Context: an optimization exercise on an open-source flow, tuned for small area, a short achievable clock period and few clock cycles per item. The choices shown serve that exercise and are no tape-out recipe. The RTL was checked by simulation tests, not by an equivalence proof against the original design.

==> exp/indigo <==
// samplerz_top
module samplerz_top (
  input  logic               clk,
  input  logic               rst_n_i,
  input  logic               start_i,
  input  logic [31:0]        mu_i,
  input  logic [15:0]        inv_sigma_prime_i,
  input  logic [15:0]        inv_sigma_sqr_div_2_i,
  input  logic               falcon_type_i,
  input  logic               rand_val_i,
  input  logic [23:0]        rand_cdt_i,
  input  logic               rand_b_i,
  input  logic [7:0]         rand_8_i,
  output logic               dout_val_o,
  output logic signed [15:0] w_o,
  output logic               request_rand_o,
  output logic               busy_o
);
clock: 11.0 ns
lec_check: 0
cap_margin: 20
core_margin: 2
core_utilization: 60
setup_slack_margin: 5
slew_margin: 20
synth_hierarchical: 1
synth_minimum_keep_size: 0
standard.sh (not shown) runs the stock make flow with config.mk's settings and CLKGATE_MAP_FILE= SYNTH_SCRIPT=/design/flow/synth_recipe.tcl, a recipe that flattens the netlist after the stock synthesis.
==> flow/flow/run.sh <==
#!/bin/bash
# standard synthesis and layout, with the port buffers inserted as buf_1 cells
# (every input and output port still gets its own buffer)
set -euo pipefail
MARGIN=5.25
bash standard.sh synth > synth.log 2>&1
MK=$(grep '^make ' standard.sh | sed 's/ "\${@:-finish}"$//' | sed "s/SETUP_SLACK_MARGIN=[-0-9.]*/SETUP_SLACK_MARGIN=$MARGIN/")
eval "$MK \"BUFFER_PORTS_ARGS=-buffer_cell sky130_fd_sc_hd__buf_1\" finish" > layout.log 2>&1
bash standard.sh finish > write_def.log 2>&1
==> inputs of exp/fjord, as changes to exp/indigo <==
==> flow/flow/run.sh (replaced) <==
#!/bin/bash
# standard synthesis and layout, with the port buffers inserted as buf_1 cells
# (every input and output port still gets its own buffer)
set -euo pipefail
MARGIN=5
bash standard.sh synth > synth.log 2>&1
MK=$(grep '^make ' standard.sh | sed 's/ "\${@:-finish}"$//' | sed "s/SETUP_SLACK_MARGIN=[-0-9.]*/SETUP_SLACK_MARGIN=$MARGIN/")
eval "$MK \"BUFFER_PORTS_ARGS=-buffer_cell sky130_fd_sc_hd__buf_1\" finish" > layout.log 2>&1
bash standard.sh finish > write_def.log 2>&1
- CORE_UTILIZATION: 60 -> 80
==> inputs of exp/nickel, as changes to exp/indigo <==
==> flow/flow/run.sh (replaced) <==
#!/bin/bash
# standard synthesis and layout, with the port buffers inserted as buf_1 cells
# (every input and output port still gets its own buffer)
set -euo pipefail
MARGIN=5
bash standard.sh synth > synth.log 2>&1
MK=$(grep '^make ' standard.sh | sed 's/ "\${@:-finish}"$//' | sed "s/SETUP_SLACK_MARGIN=[-0-9.]*/SETUP_SLACK_MARGIN=$MARGIN/")
eval "$MK \"BUFFER_PORTS_ARGS=-buffer_cell sky130_fd_sc_hd__buf_1\" finish" > layout.log 2>&1
bash standard.sh finish > write_def.log 2>&1
==> qor summary <==
Top routing layer in use: exp/nickel met4; exp/indigo met4; exp/fjord met5
Final period demand of the worst path: exp/nickel 5.84 ns; exp/indigo 5.65 ns; exp/fjord 6.03 ns
Multi-input comb cells: exp/nickel 1,803; exp/indigo 1,802; exp/fjord 1,803
Placement Cell Area: exp/nickel 22,500 um2; exp/indigo 22,500 um2; exp/fjord 22,300 um2
RSZ-0062 raised after global routing: exp/nickel no; exp/indigo yes; exp/fjord yes
Average wire per standard cell: exp/nickel 21.7 um; exp/indigo 22.0 um; exp/fjord 23.9 um
Signal buffers: exp/nickel 156; exp/indigo 166; exp/fjord 137
Met3 wire length: exp/nickel 3830 um; exp/indigo 4200 um; exp/fjord 6750 um
Area used by sequential logic in the layout: exp/nickel 4770 um2; exp/indigo 4780 um2; exp/fjord 4770 um2
Initial antenna violation count: exp/nickel 0; exp/indigo 1; exp/fjord 3
Number of diodes added for antenna fixing: exp/nickel 0; exp/indigo 0; exp/fjord 2
Std-Cell Core Area: exp/nickel 36,300 um2; exp/indigo 36,300 um2; exp/fjord 27,000 um2
Status: exp/nickel complete, no violations; exp/indigo complete, no violations; exp/fjord complete, no violations
Post-CTS clock slew at the launch and capture registers of the worst setup and hold paths: exp/nickel 0.08 ns; exp/indigo 0.09 ns; exp/fjord 0.09 ns
Multi-input logic portion of the cell area: exp/nickel 70.2%; exp/indigo 70.0%; exp/fjord 71.1%
Via count of the first global-routing pass: exp/nickel 17.4k; exp/indigo 17.5k; exp/fjord 18.7k
Hpwl dp: exp/nickel 43,700 um; exp/indigo 43,900 um; exp/fjord 43,200 um
Wire length on met1: exp/nickel 25,300 um; exp/indigo 25,400 um; exp/fjord 22,100 um
Final critical-path setup slack: exp/nickel 5.16 ns; exp/indigo 5.35 ns; exp/fjord 4.97 ns
Final Cycle Share: exp/nickel 53.1%; exp/indigo 51.4%; exp/fjord 54.8%
Relative slew slack: exp/nickel 27.0%; exp/indigo 25.9%; exp/fjord 25.3%
Post-CTS setup buffer count: exp/nickel 0; exp/indigo 3; exp/fjord 1
Multi-input combinational cell area: exp/nickel 16,600 um2; exp/indigo 16,700 um2; exp/fjord 16,600 um2
Global routing met1 resource utilization: exp/nickel 43.0%; exp/indigo 42.9%; exp/fjord 52.2%
Testbench counts of exp/indigo, summed over its fixed seeds: cycles 13,624, samples 2,400.
Testbench counts of exp/fjord, summed over its fixed seeds: cycles 13,624, samples 2,400.
Testbench counts of exp/nickel, summed over its fixed seeds: cycles 13,624, samples 2,400.

[what the ideal ports hide]
Ports are ideal in the flow. The routed layouts listed here were re-timed in OpenROAD. Step 1: set_driving_cell puts a clkbuf_16 on clk and a buf_2 on each other input, an assumption about the parent block. Step 2 moves the port delays by t, midway between the first and last clock arrival at a register: inputs arrive t later, outputs are due t later. That takes back most of the time a late clock gives input paths. a / b / c = no drivers / after step 1 / after step 2; a / b = the first two.
| run | shift t [ns] | setup slack, ns | worst setup path at the end | slew at the worst register clock pin (ns) |
|---|---|---|---|---|
| exp/indigo | 0.520 | 5.346 / 5.346 / 5.346 | register to register | 0.09 / 0.09 |
| exp/fjord | 0.512 | 4.973 / 4.973 / 4.973 | register to register | 0.09 / 0.09 |
| exp/nickel | 0.523 | 5.156 / 5.156 / 5.156 | register to register | 0.09 / 0.09 |
After both steps every run listed still meets setup and hold.
